This design comes from an exercise in tuning for small area, a short achievable clock period and few clock cycles on the open sky130 flow, not from production work. Power and IR drop assume default switching activity.

==> flow/design.v <==
`timescale 1ns/10ps
package feeder_pkg;
    typedef logic [15:0]  word_t;
    typedef logic [255:0] half_line_t;
    typedef logic [511:0] line_t;
    typedef logic [31:0]  dram_addr_t;
    typedef logic [14:0]  len_t;
    typedef logic [7:0]   cmd_t;
    localparam int LINE_BYTES     = 64;
    localparam int WORDS_PER_LINE = 32;
    localparam cmd_t CMD_WRITE_INPUT  = 8'd9;
    localparam cmd_t CMD_WRITE_WEIGHT = 8'd10;
    typedef enum logic [1:0] {
        REQ_IDLE,
        REQ_WAIT_FIFO,
        REQ_SEND
    } req_state_t;
    typedef enum logic [1:0] {
        FEED_IDLE,
        FEED_WAIT_DATA,
        FEED_ISSUE,
        FEED_POP
    } feed_state_t;
endpackage
`timescale 1ns/10ps
package mmio_map_pkg;
    typedef logic [31:0] bus_addr_t;
    typedef logic [31:0] bus_data_t;
    localparam bus_addr_t RD_ADDR_REG      = 32'hC400_2024;
    localparam bus_addr_t RD_LEN_REG       = 32'hC400_2028;
    localparam bus_addr_t RD_START_REG     = 32'hC400_2030;
    localparam bus_addr_t SRAM_IDX_CLR_REG = 32'hC400_2034;
    localparam bus_addr_t DATA_TYPE_REG    = 32'hC400_2038;
    localparam bus_addr_t BUSY_REG         = 32'hC400_0020;
endpackage
`timescale 1ns/10ps
module data_feeder_top (
    input  logic                    clk_i,
    input  logic                    rst_i,
    input  logic                    dev_strobe_i,
    input  mmio_map_pkg::bus_addr_t dev_addr_i,
    input  mmio_map_pkg::bus_data_t dev_wdata_i,
    output logic                    dev_ready_o,
    output mmio_map_pkg::bus_data_t dev_rdata_o,
    input  logic                    fifo_addr_full_i,
    output logic                    dram_addr_valid_o,
    output feeder_pkg::dram_addr_t  dram_addr_o,
    input  logic                    fifo_data_empty_i,
    input  feeder_pkg::half_line_t  dram_rdata_h_i,
    input  feeder_pkg::half_line_t  dram_rdata_l_i,
    output logic                    fifo_data_rd_en_o,
    output logic                    acc_cmd_valid_o,
    output feeder_pkg::cmd_t        acc_cmd_o,
    output feeder_pkg::word_t       acc_word_o,
    output feeder_pkg::len_t        acc_index_o
);
    logic wr_addr, wr_len, wr_start, wr_clr, wr_type;
    assign wr_addr  = dev_strobe_i && (dev_addr_i == mmio_map_pkg::RD_ADDR_REG);
    assign wr_len   = dev_strobe_i && (dev_addr_i == mmio_map_pkg::RD_LEN_REG);
    assign wr_start = dev_strobe_i && (dev_addr_i == mmio_map_pkg::RD_START_REG);
    assign wr_clr   = dev_strobe_i && (dev_addr_i == mmio_map_pkg::SRAM_IDX_CLR_REG);
    assign wr_type  = dev_strobe_i && (dev_addr_i == mmio_map_pkg::DATA_TYPE_REG);
    logic [31:1] addr_q;         
    logic [14:0] len_q;
    logic        type_q;
    logic        ntype_q;        
    logic        ready_q;
    logic        busy_q;
    logic        busy;
    always_ff @(posedge clk_i) begin
        if (wr_addr) addr_q <= dev_wdata_i[31:1];
    end
    always_ff @(posedge clk_i) begin
        if (rst_i) begin
            len_q   <= '0;
            type_q  <= 1'b0;
            ntype_q <= 1'b1;
        end else begin
            if (wr_len)  len_q  <= dev_wdata_i[14:0];
            if (wr_type) begin
                type_q  <= dev_wdata_i[0];
                ntype_q <= !dev_wdata_i[0];
            end
        end
    end
    always_ff @(posedge clk_i) begin
        ready_q <= dev_strobe_i;
        busy_q  <= busy;
    end
    assign dev_ready_o = ready_q;
    assign dev_rdata_o = {31'b0, busy_q};
    logic        req_go_q;       
    logic        req_first_q;    
    logic        req_more;       
    logic        req_vld_q;
    logic [5:1]  req_lo_q;       
    logic [25:0] req_line_q;     
    logic [9:0]  req_left_q;     
    logic        req_plus_q;     
    logic        req_minus_q;    
    logic        req_rest;       
    logic [5:0]  low_sum;
    logic [4:0]  end_off_q;      
    logic [2:0]  outst_q;        
    logic        pop_q;          
    logic        req_take;
    assign low_sum   = 6'(addr_q[5:1]) + 6'(len_q[4:0]);
    assign req_rest  = req_plus_q || (req_left_q != {9'b0, req_minus_q});
    assign req_more  = req_first_q || (req_go_q && req_rest);
    assign req_take  = req_more && !fifo_addr_full_i && ((outst_q + 3'(req_vld_q)) < 3'd4);
    always_ff @(posedge clk_i) begin
        if (rst_i) begin
            req_go_q    <= 1'b0;
            req_first_q <= 1'b0;
            req_vld_q   <= 1'b0;
            outst_q     <= '0;
        end else begin
            if (wr_start) begin
                req_go_q    <= 1'b1;
                req_first_q <= fifo_addr_full_i;
                req_vld_q   <= !fifo_addr_full_i;
            end else begin
                if (!req_first_q && !req_rest) req_go_q <= 1'b0;
                if (req_take) req_first_q <= 1'b0;
                req_vld_q <= req_take;
            end
            outst_q <= outst_q + 3'(req_vld_q) - 3'(pop_q);
        end
    end
    always_ff @(posedge clk_i) begin
        if (!req_go_q) begin
            req_left_q  <= len_q[14:5];
            req_plus_q  <= low_sum > 6'd32;
            req_minus_q <= low_sum == 6'd0;
        end else if (req_take && !req_first_q) begin
            if (req_plus_q) begin
                req_plus_q <= 1'b0;
            end else begin
                req_left_q <= req_left_q - 10'd1;
            end
        end
    end
    always_ff @(posedge clk_i) begin
        end_off_q <= 5'(low_sum - 6'd1);
    end
    always_ff @(posedge clk_i) begin
        if (!busy) begin
            req_line_q  <= addr_q[31:6];
            req_lo_q    <= addr_q[5:1];
        end else if (req_vld_q) begin
            req_line_q  <= req_line_q + 26'd1;
            req_lo_q    <= '0;
        end
    end
    assign dram_addr_valid_o = req_vld_q;
    assign dram_addr_o       = {req_line_q, req_lo_q, 1'b0};
    logic [3:0]  sel_hi_q;
    logic [7:0]  sel_lo_q;
    logic [3:0]  sel_hi_nx;      
    logic [7:0]  sel_lo_nx;
    logic [3:0]  end_hi;         
    logic [7:0]  end_lo;
    logic        known_q;        
    logic        popdue_q;       
    logic        last_line;
    logic        line_last;
    logic        ll_take;
    logic        take;
    logic        cmd_vld_q;
    logic [15:0] word_sel;
    logic [15:0] word_q;
    logic [14:0] idx_q;
    logic [15:0] words [32];
    always_comb begin
        for (int p = 0; p < 8; p++) begin
            words[2*p]      = dram_rdata_l_i[224-32*p +: 16];
            words[2*p+1]    = dram_rdata_l_i[240-32*p +: 16];
            words[16+2*p]   = dram_rdata_h_i[224-32*p +: 16];
            words[16+2*p+1] = dram_rdata_h_i[240-32*p +: 16];
        end
    end
    always_comb begin
        word_sel = '0;
        for (int k = 0; k < 32; k++) begin
            word_sel = word_sel | (words[k] & {16{sel_hi_q[k/8] && sel_lo_q[k%8]}});
        end
    end
    assign sel_lo_nx = {sel_lo_q[6:0], sel_lo_q[7]};
    assign sel_hi_nx = sel_lo_q[7] ? {sel_hi_q[2:0], sel_hi_q[3]} : sel_hi_q;
    assign end_hi    = 4'b0001 << end_off_q[4:3];
    assign end_lo    = 8'b0000_0001 << end_off_q[2:0];
    assign last_line = !req_more && !req_vld_q && (outst_q == 3'd1);
    assign line_last = (sel_hi_q[3] && sel_lo_q[7]) ||
                       (last_line && (|(sel_hi_q & end_hi)) && (|(sel_lo_q & end_lo)));
    assign ll_take   = (sel_hi_q[3] && sel_lo_q[6]) ||
                       (last_line && (|(sel_hi_nx & end_hi)) && (|(sel_lo_nx & end_lo)));
    assign take      = !popdue_q && !fifo_data_empty_i;
    assign busy      = req_more || req_vld_q || (outst_q != '0) || popdue_q;
    always_ff @(posedge clk_i) begin
        if (rst_i) begin
            known_q   <= 1'b0;
            popdue_q  <= 1'b0;
            pop_q     <= 1'b0;
            cmd_vld_q <= 1'b0;
        end else begin
            known_q   <= !fifo_data_empty_i && !pop_q;
            popdue_q  <= take && line_last && !known_q;
            pop_q     <= take && !pop_q && ((line_last && !known_q) || ll_take);
            cmd_vld_q <= take;
        end
    end
    always_ff @(posedge clk_i) begin
        if (!busy) begin
            sel_hi_q <= 4'b0001 << addr_q[5:4];
            sel_lo_q <= 8'b0000_0001 << addr_q[3:1];
        end else if (take) begin
            sel_hi_q <= sel_hi_nx;
            sel_lo_q <= sel_lo_nx;
        end
    end
    always_ff @(posedge clk_i) begin
        word_q <= word_sel;
    end
    always_ff @(posedge clk_i) begin
        if (rst_i || wr_clr) begin
            idx_q <= '0;
        end else if (cmd_vld_q) begin
            idx_q <= idx_q + 15'd1;
        end
    end
    assign fifo_data_rd_en_o = pop_q;
    assign acc_cmd_valid_o   = cmd_vld_q;
    assign acc_cmd_o         = {4'b0000, 1'b1, 1'b0, type_q, ntype_q};
    assign acc_word_o        = word_q;
    assign acc_index_o       = idx_q;
endmodule
export LEC_CHECK = 0
export CAP_MARGIN = 20
export CORE_AREA = 5 5 235 235
export DIE_AREA = 0 0 240 240
export SETUP_SLACK_MARGIN = 1.0
export SLEW_MARGIN = 20
create_clock -name core_clock -period 4.0 [get_ports {clk_i}]
standard.sh (not shown) runs the stock make flow with config.mk's settings and CLKGATE_MAP_FILE= SYNTH_SCRIPT=/design/flow/synth_recipe.tcl, a recipe that flattens the netlist after the stock synthesis.
==> flow/flow/run.sh <==
#!/bin/bash
# The standard ORFS layout, with the port buffers made of the smallest buffer
# cell instead of the one buffer_ports picks on its own.
set -uo pipefail
bash standard.sh "BUFFER_PORTS_ARGS=-buffer_cell sky130_fd_sc_hd__buf_1" finish > standard.log 2>&1
The starting point finished with timing, DRC and antenna clean.
Edit:
--- a/flow/design.v
+++ b/flow/design.v
@@ -88,64 +88,53 @@
         busy_q  <= busy;
     end
     assign dev_ready_o = ready_q;
     assign dev_rdata_o = {31'b0, busy_q};
-    logic        req_go_q;       
+    logic        start_q;        
     logic        req_first_q;    
     logic        req_more;       
     logic        req_vld_q;
     logic [5:1]  req_lo_q;       
     logic [25:0] req_line_q;     
-    logic [9:0]  req_left_q;     
-    logic        req_plus_q;     
-    logic        req_minus_q;    
-    logic        req_rest;       
-    logic [5:0]  low_sum;
-    logic [4:0]  end_off_q;      
+    logic [10:0] req_left_q;     
+    logic [15:0] last_word_q;    
     logic [2:0]  outst_q;        
     logic        pop_q;          
     logic        req_take;
-    assign low_sum   = 6'(addr_q[5:1]) + 6'(len_q[4:0]);
-    assign req_rest  = req_plus_q || (req_left_q != {9'b0, req_minus_q});
-    assign req_more  = req_first_q || (req_go_q && req_rest);
+    always_ff @(posedge clk_i) begin
+        last_word_q <= 16'(addr_q[5:1]) + 16'(len_q) - 16'd1;
+    end
+    assign req_more  = req_first_q || (req_left_q != '0);
     assign req_take  = req_more && !fifo_addr_full_i && ((outst_q + 3'(req_vld_q)) < 3'd4);
     always_ff @(posedge clk_i) begin
         if (rst_i) begin
-            req_go_q    <= 1'b0;
+            start_q     <= 1'b0;
             req_first_q <= 1'b0;
             req_vld_q   <= 1'b0;
             outst_q     <= '0;
         end else begin
+            start_q <= wr_start;
             if (wr_start) begin
-                req_go_q    <= 1'b1;
                 req_first_q <= fifo_addr_full_i;
                 req_vld_q   <= !fifo_addr_full_i;
             end else begin
-                if (!req_first_q && !req_rest) req_go_q <= 1'b0;
                 if (req_take) req_first_q <= 1'b0;
                 req_vld_q <= req_take;
             end
             outst_q <= outst_q + 3'(req_vld_q) - 3'(pop_q);
         end
     end
     always_ff @(posedge clk_i) begin
-        if (!req_go_q) begin
-            req_left_q  <= len_q[14:5];
-            req_plus_q  <= low_sum > 6'd32;
-            req_minus_q <= low_sum == 6'd0;
+        if (rst_i) begin
+            req_left_q <= '0;
+        end else if (start_q) begin
+            req_left_q <= last_word_q[15:5];
         end else if (req_take && !req_first_q) begin
-            if (req_plus_q) begin
-                req_plus_q <= 1'b0;
-            end else begin
-                req_left_q <= req_left_q - 10'd1;
-            end
-        end
-    end
-    always_ff @(posedge clk_i) begin
-        end_off_q <= 5'(low_sum - 6'd1);
-    end
-    always_ff @(posedge clk_i) begin
-        if (!busy) begin
+            req_left_q <= req_left_q - 11'd1;
+        end
+    end
+    always_ff @(posedge clk_i) begin
+        if (wr_start) begin
             req_line_q  <= addr_q[31:6];
             req_lo_q    <= addr_q[5:1];
         end else if (req_vld_q) begin
             req_line_q  <= req_line_q + 26'd1;
@@ -186,10 +175,10 @@
         end
     end
     assign sel_lo_nx = {sel_lo_q[6:0], sel_lo_q[7]};
     assign sel_hi_nx = sel_lo_q[7] ? {sel_hi_q[2:0], sel_hi_q[3]} : sel_hi_q;
-    assign end_hi    = 4'b0001 << end_off_q[4:3];
-    assign end_lo    = 8'b0000_0001 << end_off_q[2:0];
+    assign end_hi    = 4'b0001 << last_word_q[4:3];
+    assign end_lo    = 8'b0000_0001 << last_word_q[2:0];
     assign last_line = !req_more && !req_vld_q && (outst_q == 3'd1);
     assign line_last = (sel_hi_q[3] && sel_lo_q[7]) ||
                        (last_line && (|(sel_hi_q & end_hi)) && (|(sel_lo_q & end_lo)));
     assign ll_take   = (sel_hi_q[3] && sel_lo_q[6]) ||
@@ -209,9 +198,9 @@
             cmd_vld_q <= take;
         end
     end
     always_ff @(posedge clk_i) begin
-        if (!busy) begin
+        if (wr_start) begin
             sel_hi_q <= 4'b0001 << addr_q[5:4];
             sel_lo_q <= 8'b0000_0001 << addr_q[3:1];
         end else if (take) begin
             sel_hi_q <= sel_hi_nx;
Hold slack got worse by 0.012 ns.
First-iteration DRC count climbs by about a fifth.
Routed wire length is higher by about a fifth.
Global-route usage rises by 4.0 points.
Clock-buffer cell count came out higher by 1.
Cell count came out higher by a few percent.
Via count grows by a little under a tenth.
Final area increases by a few percent.
Power climbs by about a fifth.
Sequential power came out higher by about a fifth.
Synthesized area increases by a little under a tenth.
Die area stays the same.
Clock skew shrinks by 0.0054 ns.
Combinational power grows by well over a third.
Function was not checked in any run of this note: the RTL went through the layout flow alone.

========
RTL: the design.v shown in full above, as it stands there.
clock: 4.0 ns
lec_check: 0
cap_margin: 20
core_area: 5 5 235 235
die_area: 0 0 240 240
setup_slack_margin: 1.8
slew_margin: 20
Scripts as last shown in full above: flow/flow/run.sh
Next try:
--- a/flow/design.v
+++ b/flow/design.v
@@ -97,16 +97,23 @@
     logic [25:0] req_line_q;     
     logic [9:0]  req_left_q;     
     logic        req_plus_q;     
     logic        req_minus_q;    
     logic        req_rest;       
-    logic [5:0]  low_sum;
-    logic [4:0]  end_off_q;      
+    logic [4:0]  gen, prop;      
+    logic        carry5;         
+    logic        sum_zero;       
     logic [2:0]  outst_q;        
     logic        pop_q;          
     logic        req_take;
-    assign low_sum   = 6'(addr_q[5:1]) + 6'(len_q[4:0]);
+    logic        idle_q;         
+    assign gen  = addr_q[5:1] & len_q[4:0];
+    assign prop = addr_q[5:1] | len_q[4:0];
+    assign carry5   = gen[4] | (prop[4] & gen[3]) | (&prop[4:3] & gen[2]) |
+                      (&prop[4:2] & gen[1]) | (&prop[4:1] & gen[0]);
+    assign sum_zero = !(addr_q[1] ^ len_q[0]) &&
+                      ((addr_q[5:2] ^ len_q[4:1]) == prop[3:0]);
     assign req_rest  = req_plus_q || (req_left_q != {9'b0, req_minus_q});
     assign req_more  = req_first_q || (req_go_q && req_rest);
     assign req_take  = req_more && !fifo_addr_full_i && ((outst_q + 3'(req_vld_q)) < 3'd4);
     always_ff @(posedge clk_i) begin
         if (rst_i) begin
@@ -128,25 +135,25 @@
         end
     end
     always_ff @(posedge clk_i) begin
         if (!req_go_q) begin
             req_left_q  <= len_q[14:5];
-            req_plus_q  <= low_sum > 6'd32;
-            req_minus_q <= low_sum == 6'd0;
+            req_plus_q  <= carry5 && !sum_zero;
+            req_minus_q <= (addr_q[5:1] == 5'd0) && (len_q[4:0] == 5'd0);
         end else if (req_take && !req_first_q) begin
             if (req_plus_q) begin
                 req_plus_q <= 1'b0;
             end else begin
                 req_left_q <= req_left_q - 10'd1;
             end
         end
     end
     always_ff @(posedge clk_i) begin
-        end_off_q <= 5'(low_sum - 6'd1);
-    end
-    always_ff @(posedge clk_i) begin
-        if (!busy) begin
+        idle_q <= !busy && !wr_start;
+    end
+    always_ff @(posedge clk_i) begin
+        if (idle_q) begin
             req_line_q  <= addr_q[31:6];
             req_lo_q    <= addr_q[5:1];
         end else if (req_vld_q) begin
             req_line_q  <= req_line_q + 26'd1;
             req_lo_q    <= '0;
@@ -156,19 +163,19 @@
     assign dram_addr_o       = {req_line_q, req_lo_q, 1'b0};
     logic [3:0]  sel_hi_q;
     logic [7:0]  sel_lo_q;
     logic [3:0]  sel_hi_nx;      
     logic [7:0]  sel_lo_nx;
-    logic [3:0]  end_hi;         
-    logic [7:0]  end_lo;
+    logic [4:0]  cnt_q;
     logic        known_q;        
     logic        popdue_q;       
     logic        last_line;
     logic        line_last;
     logic        ll_take;
     logic        take;
     logic        cmd_vld_q;
+    logic [15:0] quarter [4];
     logic [15:0] word_sel;
     logic [15:0] word_q;
     logic [14:0] idx_q;
     logic [15:0] words [32];
     always_comb begin
@@ -178,24 +185,26 @@
             words[16+2*p]   = dram_rdata_h_i[224-32*p +: 16];
             words[16+2*p+1] = dram_rdata_h_i[240-32*p +: 16];
         end
     end
     always_comb begin
+        for (int g = 0; g < 4; g++) begin
+            quarter[g] = '0;
+            for (int k = 0; k < 8; k++) begin
+                quarter[g] = quarter[g] | (words[8*g+k] & {16{sel_lo_q[k]}});
+            end
+        end
         word_sel = '0;
-        for (int k = 0; k < 32; k++) begin
-            word_sel = word_sel | (words[k] & {16{sel_hi_q[k/8] && sel_lo_q[k%8]}});
+        for (int g = 0; g < 4; g++) begin
+            word_sel = word_sel | (quarter[g] & {16{sel_hi_q[g]}});
         end
     end
     assign sel_lo_nx = {sel_lo_q[6:0], sel_lo_q[7]};
     assign sel_hi_nx = sel_lo_q[7] ? {sel_hi_q[2:0], sel_hi_q[3]} : sel_hi_q;
-    assign end_hi    = 4'b0001 << end_off_q[4:3];
-    assign end_lo    = 8'b0000_0001 << end_off_q[2:0];
     assign last_line = !req_more && !req_vld_q && (outst_q == 3'd1);
-    assign line_last = (sel_hi_q[3] && sel_lo_q[7]) ||
-                       (last_line && (|(sel_hi_q & end_hi)) && (|(sel_lo_q & end_lo)));
-    assign ll_take   = (sel_hi_q[3] && sel_lo_q[6]) ||
-                       (last_line && (|(sel_hi_nx & end_hi)) && (|(sel_lo_nx & end_lo)));
+    assign line_last = (sel_hi_q[3] && sel_lo_q[7]) || (last_line && (cnt_q == 5'd1));
+    assign ll_take   = (sel_hi_q[3] && sel_lo_q[6]) || (last_line && (cnt_q == 5'd2));
     assign take      = !popdue_q && !fifo_data_empty_i;
     assign busy      = req_more || req_vld_q || (outst_q != '0) || popdue_q;
     always_ff @(posedge clk_i) begin
         if (rst_i) begin
             known_q   <= 1'b0;
@@ -208,16 +217,18 @@
             pop_q     <= take && !pop_q && ((line_last && !known_q) || ll_take);
             cmd_vld_q <= take;
         end
     end
     always_ff @(posedge clk_i) begin
-        if (!busy) begin
+        if (idle_q) begin
             sel_hi_q <= 4'b0001 << addr_q[5:4];
             sel_lo_q <= 8'b0000_0001 << addr_q[3:1];
+            cnt_q    <= len_q[4:0];
         end else if (take) begin
             sel_hi_q <= sel_hi_nx;
             sel_lo_q <= sel_lo_nx;
+            cnt_q    <= cnt_q - 5'd1;
         end
     end
     always_ff @(posedge clk_i) begin
         word_q <= word_sel;
     end
After rerunning:
- hold slack is better by 0.011 ns
- worst setup slack improves by 0.20 ns
- synthesized cell count shrinks by a few percent
- total power goes down slightly
- count of clock-buffer cells in the layout came out lower by 2
- utilization is lower by 2.4 points
- cell count shrinks by a few percent
- critical path depth stays the same
- area after synthesis fell slightly
- sequential cell count came out higher by 1
- global-route usage rises by 1.2 points
No run of this note included a check of the RTL's function; only the layout flow was run.

afterwards: timing with drivers on the ports:
Ports are ideal in the flow. The routed layouts listed here were re-timed in OpenROAD. Step 1 sets driving cells, clkbuf_16 on the clock port and buf_2 on the other inputs (assumed; they add their load-dependent delay and slew). Step 2 times the ports against the registers' clock, not the clock port: input delays grow and output delays shrink by t, the midpoint of the rising clock arrivals with the driver on. Slacks: ideal ports / drivers / drivers and shift; pairs: ideal ports / drivers.
| run | t, ns | setup slack, ns | worst register clock-pin slew, ns | cell pins on the clock port's net |
|---|---|---|---|---|
| the first run of note 1 | 0.515 | 1.141 / 1.141 / 1.101 | 0.09 / 0.09 | 1 |
| the second run of note 1 | 0.521 | 1.109 / 1.109 / 0.839 | 0.08 / 0.08 | 1 |
| the first run of note 2 | 0.524 | 1.624 / 1.624 / 1.426 | 0.08 / 0.08 | 1 |
| the second run of note 2 | 0.520 | 1.821 / 1.821 / 1.449 | 0.08 / 0.08 | 1 |
After both steps setup and hold are still met in every run listed. For the second run of note 2, which loses most, drivers alone change the setup slack by 0.000 ns; drivers and shift together by -0.372 ns.
